This is an optimization exercise on Yosys and OpenROAD, whose aim is small area and a short achievable clock period, not a production implementation. Only simulation tests tie the RTL to the original design; equivalence was not proved. Power figures rest on the tool's default switching activity, not on a simulated workload.

Setup of main:
Design diffeq_fu_core, start of the top module:
module diffeq_fu_core
#(
    parameter int unsigned WIDTH = diffeq_pkg::DEFAULT_WIDTH
) (
    input  logic                    clk,
    input  logic                    reset,
    input  logic                    en,
    input  logic signed [WIDTH-1:0] v1,
    input  logic signed [WIDTH-1:0] v2,
    input  logic signed [WIDTH-1:0] v3,
    input  logic signed [WIDTH-1:0] v4,
    input  logic signed [WIDTH-1:0] v5,
    input  logic signed [WIDTH-1:0] v6,
    input  logic                    mode,
    output logic signed [WIDTH-1:0] w1,
    output logic signed [WIDTH-1:0] w2,
    output logic signed [WIDTH-1:0] w3,
    output logic signed [WIDTH-1:0] r1,
    output logic signed [WIDTH-1:0] r2,
    output logic signed [WIDTH-1:0] r3,
    output logic                    ovf1,
    output logic                    ovf2,
    output logic                    ovf3,
    output logic                    valid
);
Size: about 1200 cells after synthesis.
export LEC_CHECK = 0
export CAP_MARGIN = 0
export CORE_MARGIN = 2
export CORE_UTILIZATION = 40
export CTS_BUF_LIST = sky130_fd_sc_hd__clkbuf_4 sky130_fd_sc_hd__clkbuf_8
export SETUP_SLACK_MARGIN = 1.6
export SLEW_MARGIN = 0
export SYNTH_HIERARCHICAL = 1
export SYNTH_MINIMUM_KEEP_SIZE = 0
create_clock -name core_clock -period 10.0 [get_ports {clk}]
standard.sh (not shown) runs the stock make flow with config.mk's settings and CLKGATE_MAP_FILE= SYNTH_SCRIPT=/design/flow/synth_recipe.tcl, a recipe that flattens the netlist after the stock synthesis.
==> flow/flow/run.sh <==
#!/bin/bash
# The standard layout (standard.sh) with two changes:
#  - the port buffers are the smallest buffer cell, sky130_fd_sc_hd__buf_1;
#  - before floorplanning, flow/downsize.tcl gives each combinational cell its smallest
#    drive strength, so that timing repair upsizes only the cells that need it.
export BUFFER_PORTS_ARGS="-buffer_cell sky130_fd_sc_hd__buf_1"
export PRE_FLOORPLAN_TCL="$PWD/flow/downsize.tcl"
bash standard.sh > standard_run.log 2>&1
==> flow/flow/downsize.tcl <==
# Before floorplanning: give every combinational cell the smallest drive strength of its
# function; the timing repair later upsizes only the cells that need it.
set n 0
foreach inst [get_cells *] {
  set m [get_property $inst ref_name]
  if { ![regexp {^(sky130_fd_sc_hd__[a-z0-9]+)_([0-9]+)$} $m -> base sz] } { continue }
  if { [regexp {df|dl|sdf|edf|conb|fa$|ha$|tap|fill|decap|clkbuf|buf$|bufbuf|dly|clkinv} $base] } { continue }
  set best $m
  set best_area [get_property [get_lib_cells */$m] area]
  foreach alt [get_lib_cells */${base}_*] {
    set an [get_name $alt]
    if { ![regexp "^${base}_\[0-9\]+\$" $an] } { continue }
    if { [get_property $alt dont_use] } { continue }
    set a [get_property $alt area]
    if { $a < $best_area } { set best $an; set best_area $a }
  }
  if { $best ne $m } {
    replace_cell $inst $best
    incr n
  }
}
puts "downsize.tcl: resized $n instances to their smallest drive"
Modified inputs, the feature branch compared to main
- CTS_BUF_LIST: sky130_fd_sc_hd__clkbuf_4 sky130_fd_sc_hd__clkbuf_8 -> unset
- SETUP_SLACK_MARGIN: 1.6 -> 1.9
Results
Compared with main, the feature branch shows aggregate routed wire length that has gone up slightly. main → the feature branch: non-clock buffer count picked up an extra 5, final cycle utilization of the critical path lower, worst setup slack +0.29 ns, headroom to the max-slew limit shows an increase of 1.0 points, fmax rose by 0.0044 GHz.

---

Setup of build 73:
diffeq_fu_core again, from the RTL that the note above started with.
export LEC_CHECK = 0
export CAP_MARGIN = 0
export CORE_MARGIN = 2
export CORE_UTILIZATION = 40
export SETUP_SLACK_MARGIN = 1.8
export SLEW_MARGIN = 0
export SYNTH_HIERARCHICAL = 1
export SYNTH_MINIMUM_KEEP_SIZE = 0
create_clock -name core_clock -period 10.0 [get_ports {clk}]
==> flow/flow/run.sh <==
#!/bin/bash
# The standard layout (standard.sh) with two changes:
#  - the port buffers are the smallest buffer cell, sky130_fd_sc_hd__buf_1;
#  - before floorplanning, flow/downsize.tcl gives each combinational cell its smallest
#    drive strength, so that timing repair upsizes only the cells that need it.
export BUFFER_PORTS_ARGS="-buffer_cell sky130_fd_sc_hd__buf_1"
export PRE_FLOORPLAN_TCL="$PWD/flow/downsize.tcl"
export SETUP_MOVE_SEQUENCE="unbuffer,sizeup,swap"
bash standard.sh > standard_run.log 2>&1
Scripts as last shown in full above: flow/flow/downsize.tcl
#### Input delta (build 50 over build 73)
# build 73
export LEC_CHECK = 0
export CAP_MARGIN = 0
export CORE_MARGIN = 2
export CORE_UTILIZATION = 40
export SETUP_SLACK_MARGIN = 1.8
export SLEW_MARGIN = 0
export SYNTH_HIERARCHICAL = 1
export SYNTH_MINIMUM_KEEP_SIZE = 0
create_clock -name core_clock -period 10.0 [get_ports {clk}]
# build 50
export LEC_CHECK = 0
export CAP_MARGIN = 0
export CORE_MARGIN = 2
export CORE_UTILIZATION = 50
export SETUP_SLACK_MARGIN = 1.6
export SLEW_MARGIN = 0
export SYNTH_HIERARCHICAL = 1
export SYNTH_MINIMUM_KEEP_SIZE = 0
create_clock -name core_clock -period 10.0 [get_ports {clk}]
--- a/flow/flow/run.sh
+++ b/flow/flow/run.sh
@@ -8 +7,0 @@
-export SETUP_MOVE_SEQUENCE="unbuffer,sizeup,swap"
==> comparison <==
Diff build 50..build 73 | area occupied by registers | unchanged. Higher total area of multi-input combinational cells among build 50 and build 73: build 73. Build 50 ends up with a share of power burned in the clock network that is 0.6 points lower than in build 73. Setup slack was lower in the run labelled build 50. Fraction of area in multi-input gates ended up 1.0 points higher on build 50 than on build 73. Number of cells on the critical path: build 50 and build 73 compared, lower one is build 50. Of build 50 and build 73, build 73 shows the lower global routing usage on met1, with build 50 above it. Build 50 vs build 73 — post-CTS resize count dropped by more than a quarter. Sort build 50 and build 73 by maximum frequency, ascending, and build 50 comes first. In build 50, die width is lower than in build 73.
Modified inputs, build 46 compared to build 50
# build 50
export LEC_CHECK = 0
export CAP_MARGIN = 0
export CORE_MARGIN = 2
export CORE_UTILIZATION = 50
export SETUP_SLACK_MARGIN = 1.6
export SLEW_MARGIN = 0
export SYNTH_HIERARCHICAL = 1
export SYNTH_MINIMUM_KEEP_SIZE = 0
create_clock -name core_clock -period 10.0 [get_ports {clk}]
# build 46
export LEC_CHECK = 0
export CAP_MARGIN = 0
export CORE_MARGIN = 2
export CORE_UTILIZATION = 40
export SETUP_SLACK_MARGIN = 2.0
export SLEW_MARGIN = 0
export SYNTH_HIERARCHICAL = 1
export SYNTH_MINIMUM_KEEP_SIZE = 0
create_clock -name core_clock -period 10.0 [get_ports {clk}]
==> results.txt <==
- Taking build 50 as the reference, in build 46 wire length of the first global-routing pass fell 420 um, arrival time of the worst setup path fell 0.34 ns.
- Build 46 reached the final stage; the timing, design-rule and antenna checks on its layout passed.
- Comparing build 46 with build 50, the worst hold slack came out essentially unchanged.
Input changes introduced in build 7 (baseline for comparison: build 46):
# build 46
export LEC_CHECK = 0
export CAP_MARGIN = 0
export CORE_MARGIN = 2
export CORE_UTILIZATION = 40
export SETUP_SLACK_MARGIN = 2.0
export SLEW_MARGIN = 0
export SYNTH_HIERARCHICAL = 1
export SYNTH_MINIMUM_KEEP_SIZE = 0
create_clock -name core_clock -period 10.0 [get_ports {clk}]
# build 7
export LEC_CHECK = 0
export CAP_MARGIN = 0
export CORE_MARGIN = 2
export CORE_UTILIZATION = 40
export SETUP_SLACK_MARGIN = 1.8
export SLEW_MARGIN = 0
export SYNTH_HIERARCHICAL = 1
export SYNTH_MINIMUM_KEEP_SIZE = 0
create_clock -name core_clock -period 10.0 [get_ports {clk}]
Results
Going from build 46 to build 7, count of hold buffers inserted by post-cts repair about even; cell count moved down; flip-flop and latch count now sits at about the same level; design internal power now smaller; biggest fanout along the worst timing path moved up. Per the comparison of build 7 with build 46, clock network fraction of total power went up by 0.4 points, detailed-route wire length has decreased, worst hold-check slack neither gained nor lost much.

-- afterwards: timing with drivers on the ports --
No port has a modelled driver above. Below, the same layouts with a new extraction and two added sets of constraints.
Step 1 sets driving cells, clkbuf_16 on the clock port and buf_2 on the other inputs (assumed; they add their load-dependent delay and slew).
Step 2 times the ports against the registers' clock, not the clock port: input delays grow and output delays shrink by t, the midpoint of the rising clock arrivals with the driver on.
Three values: ideal, step 1, step 2; two values: the first two.
run | t, ns | slack for setup (ns) | worst setup path at the end | clock arrival spread, ns | worst register clock-pin slew, ns
main | 0.342 | 1.750 / 1.724 / 1.724 | input to output | 0.014 / 0.014 | 0.10 / 0.10
the feature branch | 0.328 | 2.040 / 2.014 / 2.014 | input to output | 0.009 / 0.008 | 0.07 / 0.07
build 73 | 0.328 | 1.937 / 1.911 / 1.911 | input to output | 0.009 / 0.008 | 0.07 / 0.07
build 50 | 0.331 | 1.744 / 1.723 / 1.723 | input to output | 0.009 / 0.008 | 0.07 / 0.07
build 46 | 0.328 | 2.080 / 2.053 / 2.053 | input to output | 0.008 / 0.008 | 0.07 / 0.07
build 7 | 0.328 | 1.963 / 1.943 / 1.943 | input to output | 0.009 / 0.008 | 0.07 / 0.07
After both steps every run listed still meets setup and hold. The setup slack of build 46, which loses most, moves by -0.027 ns with the drivers and by -0.027 ns with both steps.
